Background: an optimization exercise with open tools, aiming at small area and few clock cycles. Do not read the settings as production practice.
Only simulation tests tie the RTL to the original design; equivalence was not proved.
Power and IR drop assume default switching activity.

==> flow/design.v <==
module html_markup_text_extractor (
	input  logic        clk,
	input  logic        arst_n,
	input  logic        in_valid,
	output logic        in_ready,
	input  logic [7:0]  in_byte,
	input  logic        doc_last,
	output logic        out_valid,
	input  logic        out_ready,
	output logic [7:0]  out_char,
	output logic [19:0] src_offset,
	output logic        run_last,
	output logic        nest_overflow
);
	localparam logic [1:0] M_NORMAL = 2'd0;
	localparam logic [1:0] M_SPACES = 2'd1;
	localparam logic [1:0] M_TAG    = 2'd2;
	localparam logic [1:0] M_ENT    = 2'd3;
	localparam logic [5:0] T_ROOT = 6'd0,  T_B = 6'd1,  T_BR = 6'd2,
		T_X = 6'd3,  T_XM = 6'd4,  T_XML = 6'd5,
		T_S = 6'd6,  T_SC = 6'd7,  T_SCR = 6'd8,  T_SCRI = 6'd9,  T_SCRIP = 6'd10,
		T_SCRIPT = 6'd11,
		T_SL = 6'd12, T_SLX = 6'd13, T_SLXM = 6'd14, T_SLXML = 6'd15,
		T_SLS = 6'd16, T_SLSC = 6'd17, T_SLSCR = 6'd18, T_SLSCRI = 6'd19,
		T_SLSCRIP = 6'd20, T_SLSCRIPT = 6'd21,
		T_L = 6'd22, T_U = 6'd23, T_D = 6'd24, T_T = 6'd25, T_TI = 6'd26,
		T_TA = 6'd27, T_TIT = 6'd28, T_TITL = 6'd29, T_H = 6'd30, T_BLK = 6'd31,
		T_DEAD = 6'd32;
	localparam logic [5:0] E_ROOT = 6'd0,
		E_A = 6'd1, E_AM = 6'd2, E_AMP = 6'd3,
		E_AU = 6'd4, E_AUM = 6'd5, E_AUML = 6'd6,
		E_AG = 6'd7, E_AGR = 6'd8, E_AGRA = 6'd9, E_AGRAV = 6'd10, E_AGRAVE = 6'd11,
		E_E = 6'd12, E_EG = 6'd13, E_EGR = 6'd14, E_EGRA = 6'd15, E_EGRAV = 6'd16,
		E_EGRAVE = 6'd17,
		E_EA = 6'd18, E_EAC = 6'd19, E_EACU = 6'd20, E_EACUT = 6'd21, E_EACUTE = 6'd22,
		E_L = 6'd23, E_LT = 6'd24, E_G = 6'd25, E_GT = 6'd26,
		E_N = 6'd27, E_NB = 6'd28, E_NBS = 6'd29, E_NBSP = 6'd30,
		E_S = 6'd31, E_SZ = 6'd32, E_SZL = 6'd33, E_SZLI = 6'd34, E_SZLIG = 6'd35,
		E_O = 6'd36, E_OU = 6'd37, E_OUM = 6'd38, E_OUML = 6'd39,
		E_U = 6'd40, E_UU = 6'd41, E_UUM = 6'd42, E_UUML = 6'd43,
		E_CO = 6'd44, E_COU = 6'd45, E_COUM = 6'd46, E_COUML = 6'd47,
		E_CA = 6'd48, E_CAU = 6'd49, E_CAUM = 6'd50, E_CAUML = 6'd51,
		E_CU = 6'd52, E_CUU = 6'd53, E_CUUM = 6'd54, E_CUUML = 6'd55,
		E_DEAD = 6'd63;
	localparam logic [2:0] C_NONE = 3'd0, C_BR = 3'd1, C_OX = 3'd2, C_OS = 3'd3,
		C_CX = 3'd4, C_CS = 3'd5, C_BLK = 3'd6;
	logic        first_q;
	logic [1:0]  mode_q;
	logic [5:0]  sub_q;
	logic [16:0] stk_q;    
	logic [19:0] pos_q;
	logic [19:0] mark_q;
	logic        ovf_q;
	logic        v1_q, v2_q;
	logic [7:0]  c1_q, c2_q;
	logic [19:0] o1_q;
	logic        l1_q, f1_q;
	logic [7:0] b;
	logic       ws, is_lt, is_gt, is_amp, is_semi, is_slash;
	logic       letter, digit, alnum, lower;
	logic [4:0] li;
	assign b        = in_byte;
	assign ws       = (b == 8'h20) || (b >= 8'h09 && b <= 8'h0D);
	assign is_lt    = (b == 8'h3C);
	assign is_gt    = (b == 8'h3E);
	assign is_amp   = (b == 8'h26);
	assign is_semi  = (b == 8'h3B);
	assign is_slash = (b == 8'h2F);
	assign li       = b[4:0];
	assign lower    = b[5];
	assign letter   = (b[7:6] == 2'b01) && (li != 5'd0) && (li <= 5'd26);
	assign digit    = (b[7:4] == 4'h3) && (b[3:0] <= 4'd9);
	assign alnum    = letter || digit;
	function automatic logic fl(input logic [7:0] c);
		fl = letter && (li == c[4:0]);
	endfunction
	function automatic logic el(input logic [7:0] c);
		el = letter && (li == c[4:0]) && (lower == c[5]);
	endfunction
	logic [5:0] tag_nx, ent_nx;
	logic [2:0] tcls;
	logic       tleaf;
	logic [8:0] edec;
	always_comb begin
		tag_nx = T_DEAD;
		if (sub_q[5]) begin
			tag_nx = sub_q;
		end else if (tleaf) begin
			tag_nx = ws ? {1'b1, sub_q[4:0]} : T_DEAD;
		end else begin
			case (sub_q)
				T_ROOT: begin
					if (ws)              tag_nx = T_ROOT;
					else if (fl("B"))    tag_nx = T_B;
					else if (fl("X"))    tag_nx = T_X;
					else if (fl("S"))    tag_nx = T_S;
					else if (fl("L"))    tag_nx = T_L;
					else if (fl("U"))    tag_nx = T_U;
					else if (fl("D"))    tag_nx = T_D;
					else if (fl("T"))    tag_nx = T_T;
					else if (fl("H"))    tag_nx = T_H;
					else if (is_slash)   tag_nx = T_SL;
				end
				T_B:       if (fl("R")) tag_nx = T_BR;
				T_X:       if (fl("M")) tag_nx = T_XM;
				T_XM:      if (fl("L")) tag_nx = T_XML;
				T_S:       if (fl("C")) tag_nx = T_SC;
				T_SC:      if (fl("R")) tag_nx = T_SCR;
				T_SCR:     if (fl("I")) tag_nx = T_SCRI;
				T_SCRI:    if (fl("P")) tag_nx = T_SCRIP;
				T_SCRIP:   if (fl("T")) tag_nx = T_SCRIPT;
				T_SL: begin
					if (fl("S"))         tag_nx = T_SLS;
					else if (fl("X"))    tag_nx = T_SLX;
					else if (fl("L"))    tag_nx = T_L;
					else if (fl("U"))    tag_nx = T_U;
					else if (fl("D"))    tag_nx = T_D;
					else if (fl("T"))    tag_nx = T_T;
					else if (fl("H"))    tag_nx = T_H;
					else if (fl("P"))    tag_nx = T_BLK;
				end
				T_SLX:     if (fl("M")) tag_nx = T_SLXM;
				T_SLXM:    if (fl("L")) tag_nx = T_SLXML;
				T_SLS:     if (fl("C")) tag_nx = T_SLSC;
				T_SLSC:    if (fl("R")) tag_nx = T_SLSCR;
				T_SLSCR:   if (fl("I")) tag_nx = T_SLSCRI;
				T_SLSCRI:  if (fl("P")) tag_nx = T_SLSCRIP;
				T_SLSCRIP: if (fl("T")) tag_nx = T_SLSCRIPT;
				T_L:       if (fl("I")) tag_nx = T_BLK;
				T_U:       if (fl("L")) tag_nx = T_BLK;
				T_D:       if (fl("L") || fl("T")) tag_nx = T_BLK;
				T_T: begin
					if (fl("I"))         tag_nx = T_TI;
					else if (fl("A"))    tag_nx = T_TA;
					else if (fl("R") || fl("D")) tag_nx = T_BLK;
				end
				T_TI:      if (fl("T")) tag_nx = T_TIT;
				T_TA:      if (fl("B")) tag_nx = T_TIT;
				T_TIT:     if (fl("L")) tag_nx = T_TITL;
				T_TITL:    if (fl("E")) tag_nx = T_BLK;
				T_H:       if (b == "1" || b == "2" || b == "3") tag_nx = T_BLK;
				default:   tag_nx = T_DEAD;
			endcase
		end
	end
	always_comb begin
		case (sub_q[4:0])
			T_BR[4:0]:       tcls = C_BR;
			T_XML[4:0]:      tcls = C_OX;
			T_SCRIPT[4:0]:   tcls = C_OS;
			T_SLXML[4:0]:    tcls = C_CX;
			T_SLSCRIPT[4:0]: tcls = C_CS;
			T_BLK[4:0]:      tcls = C_BLK;
			default:         tcls = C_NONE;
		endcase
		tleaf = (tcls != C_NONE);
	end
	always_comb begin
		ent_nx = E_DEAD;
		case (sub_q)
			E_ROOT: begin
				if (el("a"))      ent_nx = E_A;
				else if (el("e")) ent_nx = E_E;
				else if (el("l")) ent_nx = E_L;
				else if (el("g")) ent_nx = E_G;
				else if (el("n")) ent_nx = E_N;
				else if (el("s")) ent_nx = E_S;
				else if (el("o")) ent_nx = E_O;
				else if (el("u")) ent_nx = E_U;
				else if (el("O")) ent_nx = E_CO;
				else if (el("A")) ent_nx = E_CA;
				else if (el("U")) ent_nx = E_CU;
			end
			E_A: begin
				if (el("m"))      ent_nx = E_AM;
				else if (el("u")) ent_nx = E_AU;
				else if (el("g")) ent_nx = E_AG;
			end
			E_AM:     if (el("p")) ent_nx = E_AMP;
			E_AU:     if (el("m")) ent_nx = E_AUM;
			E_AUM:    if (el("l")) ent_nx = E_AUML;
			E_AG:     if (el("r")) ent_nx = E_AGR;
			E_AGR:    if (el("a")) ent_nx = E_AGRA;
			E_AGRA:   if (el("v")) ent_nx = E_AGRAV;
			E_AGRAV:  if (el("e")) ent_nx = E_AGRAVE;
			E_E: begin
				if (el("g"))      ent_nx = E_EG;
				else if (el("a")) ent_nx = E_EA;
			end
			E_EG:     if (el("r")) ent_nx = E_EGR;
			E_EGR:    if (el("a")) ent_nx = E_EGRA;
			E_EGRA:   if (el("v")) ent_nx = E_EGRAV;
			E_EGRAV:  if (el("e")) ent_nx = E_EGRAVE;
			E_EA:     if (el("c")) ent_nx = E_EAC;
			E_EAC:    if (el("u")) ent_nx = E_EACU;
			E_EACU:   if (el("t")) ent_nx = E_EACUT;
			E_EACUT:  if (el("e")) ent_nx = E_EACUTE;
			E_L:      if (el("t")) ent_nx = E_LT;
			E_G:      if (el("t")) ent_nx = E_GT;
			E_N:      if (el("b")) ent_nx = E_NB;
			E_NB:     if (el("s")) ent_nx = E_NBS;
			E_NBS:    if (el("p")) ent_nx = E_NBSP;
			E_S:      if (el("z")) ent_nx = E_SZ;
			E_SZ:     if (el("l")) ent_nx = E_SZL;
			E_SZL:    if (el("i")) ent_nx = E_SZLI;
			E_SZLI:   if (el("g")) ent_nx = E_SZLIG;
			E_O:      if (el("u")) ent_nx = E_OU;
			E_OU:     if (el("m")) ent_nx = E_OUM;
			E_OUM:    if (el("l")) ent_nx = E_OUML;
			E_U:      if (el("u")) ent_nx = E_UU;
			E_UU:     if (el("m")) ent_nx = E_UUM;
			E_UUM:    if (el("l")) ent_nx = E_UUML;
			E_CO:     if (el("u")) ent_nx = E_COU;
			E_COU:    if (el("m")) ent_nx = E_COUM;
			E_COUM:   if (el("l")) ent_nx = E_COUML;
			E_CA:     if (el("u")) ent_nx = E_CAU;
			E_CAU:    if (el("m")) ent_nx = E_CAUM;
			E_CAUM:   if (el("l")) ent_nx = E_CAUML;
			E_CU:     if (el("u")) ent_nx = E_CUU;
			E_CUU:    if (el("m")) ent_nx = E_CUUM;
			E_CUUM:   if (el("l")) ent_nx = E_CUUML;
			default:  ent_nx = E_DEAD;
		endcase
	end
	always_comb begin
		case (sub_q)
			E_AMP:    edec = {1'b1, 8'h26};
			E_LT:     edec = {1'b1, 8'h3C};
			E_GT:     edec = {1'b1, 8'h3E};
			E_NBSP:   edec = {1'b1, 8'h20};
			E_OUML:   edec = {1'b1, 8'hF6};
			E_AUML:   edec = {1'b1, 8'hE4};
			E_UUML:   edec = {1'b1, 8'hFC};
			E_COUML:  edec = {1'b1, 8'hD6};
			E_CAUML:  edec = {1'b1, 8'hC4};
			E_CUUML:  edec = {1'b1, 8'hDC};
			E_SZLIG:  edec = {1'b1, 8'hDF};
			E_AGRAVE: edec = {1'b1, 8'hE0};
			E_EGRAVE: edec = {1'b1, 8'hE8};
			E_EACUTE: edec = {1'b1, 8'hE9};
			default:  edec = 9'd0;
		endcase
	end
	logic [1:0]  mode;
	logic        d0, full, top;
	logic [19:0] off;
	logic        ovf_in;
	assign mode   = first_q ? M_NORMAL : mode_q;
	assign d0     = first_q || (stk_q[16:1] == 16'd0);
	assign full   = !first_q && stk_q[16];
	assign top    = stk_q[0];
	assign off    = first_q ? 20'd0 : pos_q + 20'd1;
	assign ovf_in = !first_q && ovf_q;
	logic       n_emit;
	logic [7:0] n_char;
	logic [1:0] n_mode;
	assign n_emit = d0 && !is_lt && !is_amp;
	assign n_char = ws ? 8'h20 : b;
	assign n_mode = ws ? M_SPACES : is_lt ? M_TAG : is_amp ? M_ENT : M_NORMAL;
	logic [1:0]  mode_d;
	logic [5:0]  sub_d;
	logic        set_mark, push, pop, ovf_set;
	logic        a_v, b_v;      
	logic [7:0]  a_c, b_c;
	logic        a_mark;        
	logic        renorm;
	always_comb begin
		mode_d   = mode;
		sub_d    = sub_q;
		push     = 1'b0;
		pop      = 1'b0;
		ovf_set  = 1'b0;
		a_v      = 1'b0;
		b_v      = 1'b0;
		a_c      = n_char;
		b_c      = n_char;
		a_mark   = 1'b0;
		renorm   = 1'b0;
		case (mode)
			M_NORMAL: renorm = 1'b1;
			M_SPACES: renorm = !ws && !doc_last;
			M_TAG: begin
				if (is_gt) begin
					mode_d = M_NORMAL;
					case (tcls)
						C_BR: begin
							a_v    = d0;
							a_c    = 8'h0A;
							a_mark = 1'b1;
							mode_d = M_SPACES;
						end
						C_OX, C_OS: begin
							push    = !full;
							ovf_set = full;
						end
						C_CX: pop = !d0 && !top;
						C_CS: pop = !d0 && top;
						C_BLK: begin
							a_v    = d0;
							a_c    = 8'h0A;
							a_mark = 1'b1;
							b_v    = d0;
							b_c    = 8'h0A;
							mode_d = M_SPACES;
						end
						default: ;
					endcase
				end else begin
					sub_d = tag_nx;
				end
			end
			M_ENT: begin
				if (alnum) begin
					sub_d = ent_nx;
				end else begin
					mode_d = M_NORMAL;
					a_v    = d0 && edec[8];
					a_c    = edec[7:0];
					a_mark = 1'b1;
					renorm = !is_semi && !doc_last;
				end
			end
		endcase
		if (renorm) begin
			mode_d = n_mode;
			sub_d  = 6'd0;
			if (a_v) begin
				b_v = n_emit;
			end else begin
				a_v    = n_emit;
				a_c    = n_char;
				a_mark = 1'b0;
			end
		end
	end
	assign set_mark = renorm && (is_lt || is_amp);
	logic two, pop_o, take;
	assign two = (mode == M_TAG && (tcls == C_BR || tcls == C_BLK)) ||
		(mode == M_ENT && edec[8]);
	assign pop_o     = v1_q && out_ready;
	assign in_ready  = !v1_q || (!v2_q && (pop_o || !two)) || (pop_o && !two);
	assign take      = in_valid && in_ready;
	always_ff @(posedge clk or negedge arst_n) begin
		if (!arst_n) begin
			first_q <= 1'b1;
		end else if (take) begin
			first_q <= doc_last;
		end
	end
	always_ff @(posedge clk) begin
		if (take) begin
			mode_q <= mode_d;
			sub_q  <= sub_d;
			pos_q  <= off;
			ovf_q  <= ovf_in || ovf_set;
			if (set_mark)
				mark_q <= off;
			if (push)
				stk_q <= {first_q ? 16'd1 : stk_q[15:0], tcls == C_OS};
			else if (pop)
				stk_q <= {1'b0, stk_q[16:1]};
			else if (first_q)
				stk_q <= 17'd1;
		end
	end
	logic n1, n2;     
	logic ld1_a, ld1_2, ld2_a, ld2_b;
	assign n1 = take && a_v && !b_v;
	assign n2 = take && b_v;
	always_comb begin
		ld1_a = 1'b0;
		ld1_2 = 1'b0;
		ld2_a = 1'b0;
		ld2_b = 1'b0;
		if (v2_q) begin
			if (pop_o) begin
				ld1_2 = 1'b1;
				ld2_a = n1;
			end
		end else if (!v1_q || pop_o) begin
			ld1_a = n1 || n2;
			ld2_b = n2;
		end else begin
			ld2_a = n1;
		end
	end
	always_ff @(posedge clk or negedge arst_n) begin
		if (!arst_n) begin
			v1_q <= 1'b0;
			v2_q <= 1'b0;
		end else begin
			v1_q <= (v1_q && !pop_o) || ld1_2 || ld1_a;
			v2_q <= (v2_q && !pop_o) || ld2_a || ld2_b;
		end
	end
	always_ff @(posedge clk) begin
		if (ld1_2) begin
			c1_q <= c2_q;
			o1_q <= pos_q;
			l1_q <= 1'b1;
			f1_q <= ovf_q;
		end else if (ld1_a) begin
			c1_q <= a_c;
			o1_q <= a_mark ? mark_q : off;
			l1_q <= !n2;
			f1_q <= ovf_in || ovf_set;
		end
		if (ld2_a)
			c2_q <= a_c;
		else if (ld2_b)
			c2_q <= b_c;
	end
	assign out_valid     = v1_q;
	assign out_char      = c1_q;
	assign src_offset    = o1_q;
	assign run_last      = l1_q;
	assign nest_overflow = f1_q;
endmodule
==> flow/run.sh <==
#!/bin/bash
# synth_recipe.tcl (not shown) runs the flow's synth.tcl, then flattens the netlist and writes it again
# the make line also repeats each setting of config.mk as NAME=value (left out here)
make -C /OpenROAD-flow-scripts/flow DESIGN_CONFIG=/design/flow/config.mk WORK_HOME=/design/flow/orfs CLKGATE_MAP_FILE= SYNTH_SCRIPT=/design/flow/synth_recipe.tcl finish
==> flow/config.mk <==
export PLATFORM = sky130hd
export DESIGN_NAME = html_markup_text_extractor
export DESIGN_NICKNAME = html_markup_text_extractor
export VERILOG_FILES = /design/flow/design.v
export SDC_FILE = /design/flow/constraint.sdc
export NUM_CORES = 4
export LEC_CHECK = 0
export CAP_MARGIN = 20
export CORE_MARGIN = 2
export CORE_UTILIZATION = 40
export SLEW_MARGIN = 20
==> flow/constraint.sdc <==
create_clock -name core_clock -period 7.0 [get_ports {clk}]
set_input_delay 1.4000 -clock core_clock [delete_from_list [all_inputs] [get_ports {clk}]]
set_output_delay 1.4000 -clock core_clock [all_outputs]
set_load 0.01 [all_outputs]
==> results.cfg <==
[outcome]
status = timing/DRC/antenna clean

[route]
drc = 0
vias_per_cell = 6.620
vias = 8209
routed_wl_um = 29460
drt_iter0_drc = 1381
dr.pass1.iters = 6
post_drt_wl_per_cell_um = 23.75
antenna_left = 0

[clock_network]
cts_setup_buffers = 0
htree_levels = 3
cts_max_path_buffers = 2
cts_hold_buf = 0
clock-root-buffer = clkbuf_16
cts_tree = built
numCtsBuffers = 9
clock-sinks = 107
clkTransAtPathRegs_ps = 80
insertion_delay_ps = 360
ctsResizeCount = 0

[finish]
fill_cells = 2126
final_layout_size_suffix_gt1_share_pct = 7.254
post-route-util_pct = 44.40
regArea_um2 = 3189
multi_input_area_um2 = 4795
layout.cells.non_filler = 1240
n_antenna_cell = 0
nets = 974
syn_to_final_growth_pct = 9.644

[global_route]
grt_overflow = 0
grt_pass1_vias = 7544
grt_pass1_wl_um = 45060
grtUsageTotal_pct = 26.28
grt_antenna_before_repair = 0
grt_max_degree = 44

[worst_setup_path]
critical_path.startpoint_type = primary input
rr_worst_depth = 8
endpoint_kind = register
crit_fanout = 29
timing_worst_setup_path_type = in -> reg
cp.arrival_ps = 4850
required_ps = 6990

[timing]
setup_viol = 0
hold_viol = 0
slew_violations = 0
finalSetupTns_ps = 0
tightest_slew_ps = 995.1
rsz0062_at_grt = no
max_slew_margin_pct = 33.42
layout_min_cycle_time_ps = 4866
fin_crit_sh_pct = 69.51
fin_skew_ps = 10.28
fmax_ghz = 0.2055

[pwr]
p_int_mw = 1.414
clock_power_share_pct = 22.3
seqPwrFrac_pct = 41.4
ir_worst_vdd_mv = 0.1205
p_leak_nw = 3.076
pwr-share-comb_pct = 36.3
p_per_area_nw_per_um2 = 246.7
power.total_mw = 2.289
p_switching_uw = 874.2
swShare_pct = 38.20

[place]
detailed_place_hpwl_um = 21560
gp_congestion = 1.038
placed_cells = 1224
portBuffers = 44

[synthesis]
synth_edf_count = 103
ys_seq_area_share_pct = 37.70
synth_cell_types = 99
async_reset_ff_share_pct = 2.804
synth_ff_type = edfxtp_1
ys_ff_latch = 107
yosys_warnings = 1
netlist_area_um2 = 8459
netlist_instances = 967
syn-num-nets = 981
avgSynthCellArea_um2 = 8.748

[die]
die_y_um = 149.4
fp.dieW_um = 149.4
core_um2 = 20890
die_area_um2 = 22330
io_pins = 45
start_util_pct = 40.50
rows = 53

[min_path]
hold_path_class = reg -> reg
hold-path-cell-count = 2

[flow_run]
drv_cap = 0
[sequential cells by signal (all words and copies together), names as in the netlist, 2 cells and up]
| signal | count |
|---|---|
| c2_q | 8 |
| c1_q | 8 |
| stk_q | 17 |
| mark_q | 20 |
| pos_q | 20 |
| o1_q | 20 |
| sub_q | 6 |
| mode_q | 2 |
[worst max-delay path, cell delays in order]
cell and delay, ps:
clkdlybuf4s50_1 860, nor2b_1 600, and3_1 310, nand3_1 140
o22a_4 310, a21oi_1 280, o21ai_1 170, a21oi_4 750
[logic make-up (layout without fill, tap and decap cells)]
kind of cell / after synthesis / count (layout) / synth area share [%]
compound gates: 290 / 290 / 24.26
xor+xnor: 18 / 18 / 1.864
fa+ha+maj: 1 / 1 / 0.1479
buf+inv: 98 / 96 / 5.783
flops: 107 / 107 / 37.70
mux: 29 / 29 / 3.461
simple gates: 424 / 424 / 26.79
[layout by cell type (no fill, tap or decap), types with 9 or more instances in the layout]
cell | netlist | layout
nor2b_1 | 22 | 22
and2_1 | 12 | 12
nand2b_1 | 19 | 19
o21ai_1 | 18 | 18
xor2_1 | 11 | 11
inv_1 | 14 | 14
o21ai_0 | 49 | 49
clkbuf_16 | 0 | 9
nor4_1 | 18 | 18
nand3_1 | 48 | 48
clkdlybuf4s50_1 | 0 | 43
mux2i_1 | 27 | 27
nor3_1 | 29 | 29
and3_1 | 19 | 19
nand2_1 | 86 | 86
edfxtp_1 | 103 | 103
o22ai_1 | 15 | 15
a22o_1 | 16 | 16
a31oi_1 | 16 | 16
a21oi_1 | 46 | 45
nor2_1 | 96 | 95
nand4_1 | 19 | 19
a32oi_1 | 9 | 9
o211ai_1 | 13 | 13
a22oi_1 | 10 | 10
buf_4 | 9 | 19
o31ai_1 | 11 | 11
[synthesized netlist by cell type (all sizes together), types with 6 or more instances]
cell type	n	area, um^2
a31oi	16	100.1
nand3	48	240.2
nor4	19	125.1
a211oi	6	45.04
a2111oi	7	62.56
o211ai	14	110.1
or2	6	37.54
and4	6	52.55
and3	19	118.9
nor3	29	145.1
buf	47	297.8
a311oi	8	93.84
edfxtp	103	3093
a2bb2oi	6	52.55
o32ai	7	61.31
a32oi	9	78.83
xnor2	7	61.31
o22ai	15	93.84
a21oi	47	239.0
clkbuf	34	127.6
nand4	19	118.9
nand2	86	322.8
xor2	11	96.34
inv	14	52.55
o31ai	12	95.09
a22oi	11	87.58
nor2	97	366.6
or3	7	48.80
o21ai	67	335.3
mux2i	27	270.3
a22o	16	140.1
nand2b	19	118.9
o2111ai	8	70.07
nor2b	22	137.6
and2	12	75.07
[final timing paths]
kind | startpoint | to | slack (ps)
min in group asynchronous | arst_n | v2_q | 1230
worst min register to register | c2_q[4] | c1_q[4] | 540
worst max register to register | sub_q[0] | c1_q[0] | 2750
worst min-delay path | c2_q[4] | c1_q[4] | 540
worst max-delay path | in_byte[1] | c1_q[0] | 2130
max in group asynchronous | arst_n | first_q | 5530
[per-layer routing]
layer  vias to the layer above  part of all wire [%]  global-route usage [%]
met5                         -                     0                       0
met4                         0                   3.0                   8.381
met3                        83                   9.6                   6.006
met2                       475                    45                   40.44
met1                      3909                    43                   36.69
li1                       3742                     -                       -
[metrics by stage]
step | cell area (um^2) | hold slack [ps] | setup WS [ps]
after global placement | 8975 | 518.5 | 1552
after global routing | 9275 | 571.3 | 1892
after CTS | 9280 | 540.2 | 1861
final | 9275 | 542.8 | 2134
after detailed placement | 8975 | 520.0 | 1482
after floorplan | 8459 | 491.9 | 2255
[area by class of cell]
| class | count | area share (%) |
|---|---|---|
| Inverter | 17 | 0.6880 |
| Clock buffer | 9 | 2.428 |
| Tap cell | 275 | 3.710 |
| Timing Repair Buffer | 63 | 6.232 |
| Multi-Input combinational cell | 762 | 51.69 |
| Sequential cell | 107 | 34.39 |
| Clock inverter | 7 | 0.8633 |
[power by group through the flow]
stage,Sequential (mW),Clock [mW],Combinational (mW)
finish,0.948,0.510,0.831
global route,0.963,0.548,0.890
CTS,0.948,0.525,0.814
detailed placement,0.961,0,0.812
global placement,0.961,0,0.814
floorplan,0.948,0,0.512
Testbench counts, summed over its fixed seeds: cycles 25,285.

## what the ideal ports hide
Ports are ideal in the flow. The routed layout listed here was re-timed in OpenROAD.
Step 1 assumes that a clkbuf_16 drives the clock port and a buf_2 every other input.
Step 2, shift: input delay + t, output delay - t, t = (earliest + latest rising clock arrival at the registers) / 2. This alone moves slack from input paths to output paths.
Slacks: ideal ports / drivers / drivers and shift; pairs: ideal ports / drivers.
t (ns): 0.401
setup slack, ns: 2.134 / 2.154 / 1.753
worst setup path at the end: input to register
worst slew at a driven data input, ns: 0.04
pins driven straight from the clock port: 1
After both steps this run still meets setup and hold. For this run, drivers alone change the setup slack by +0.020 ns; drivers and shift together by -0.381 ns.
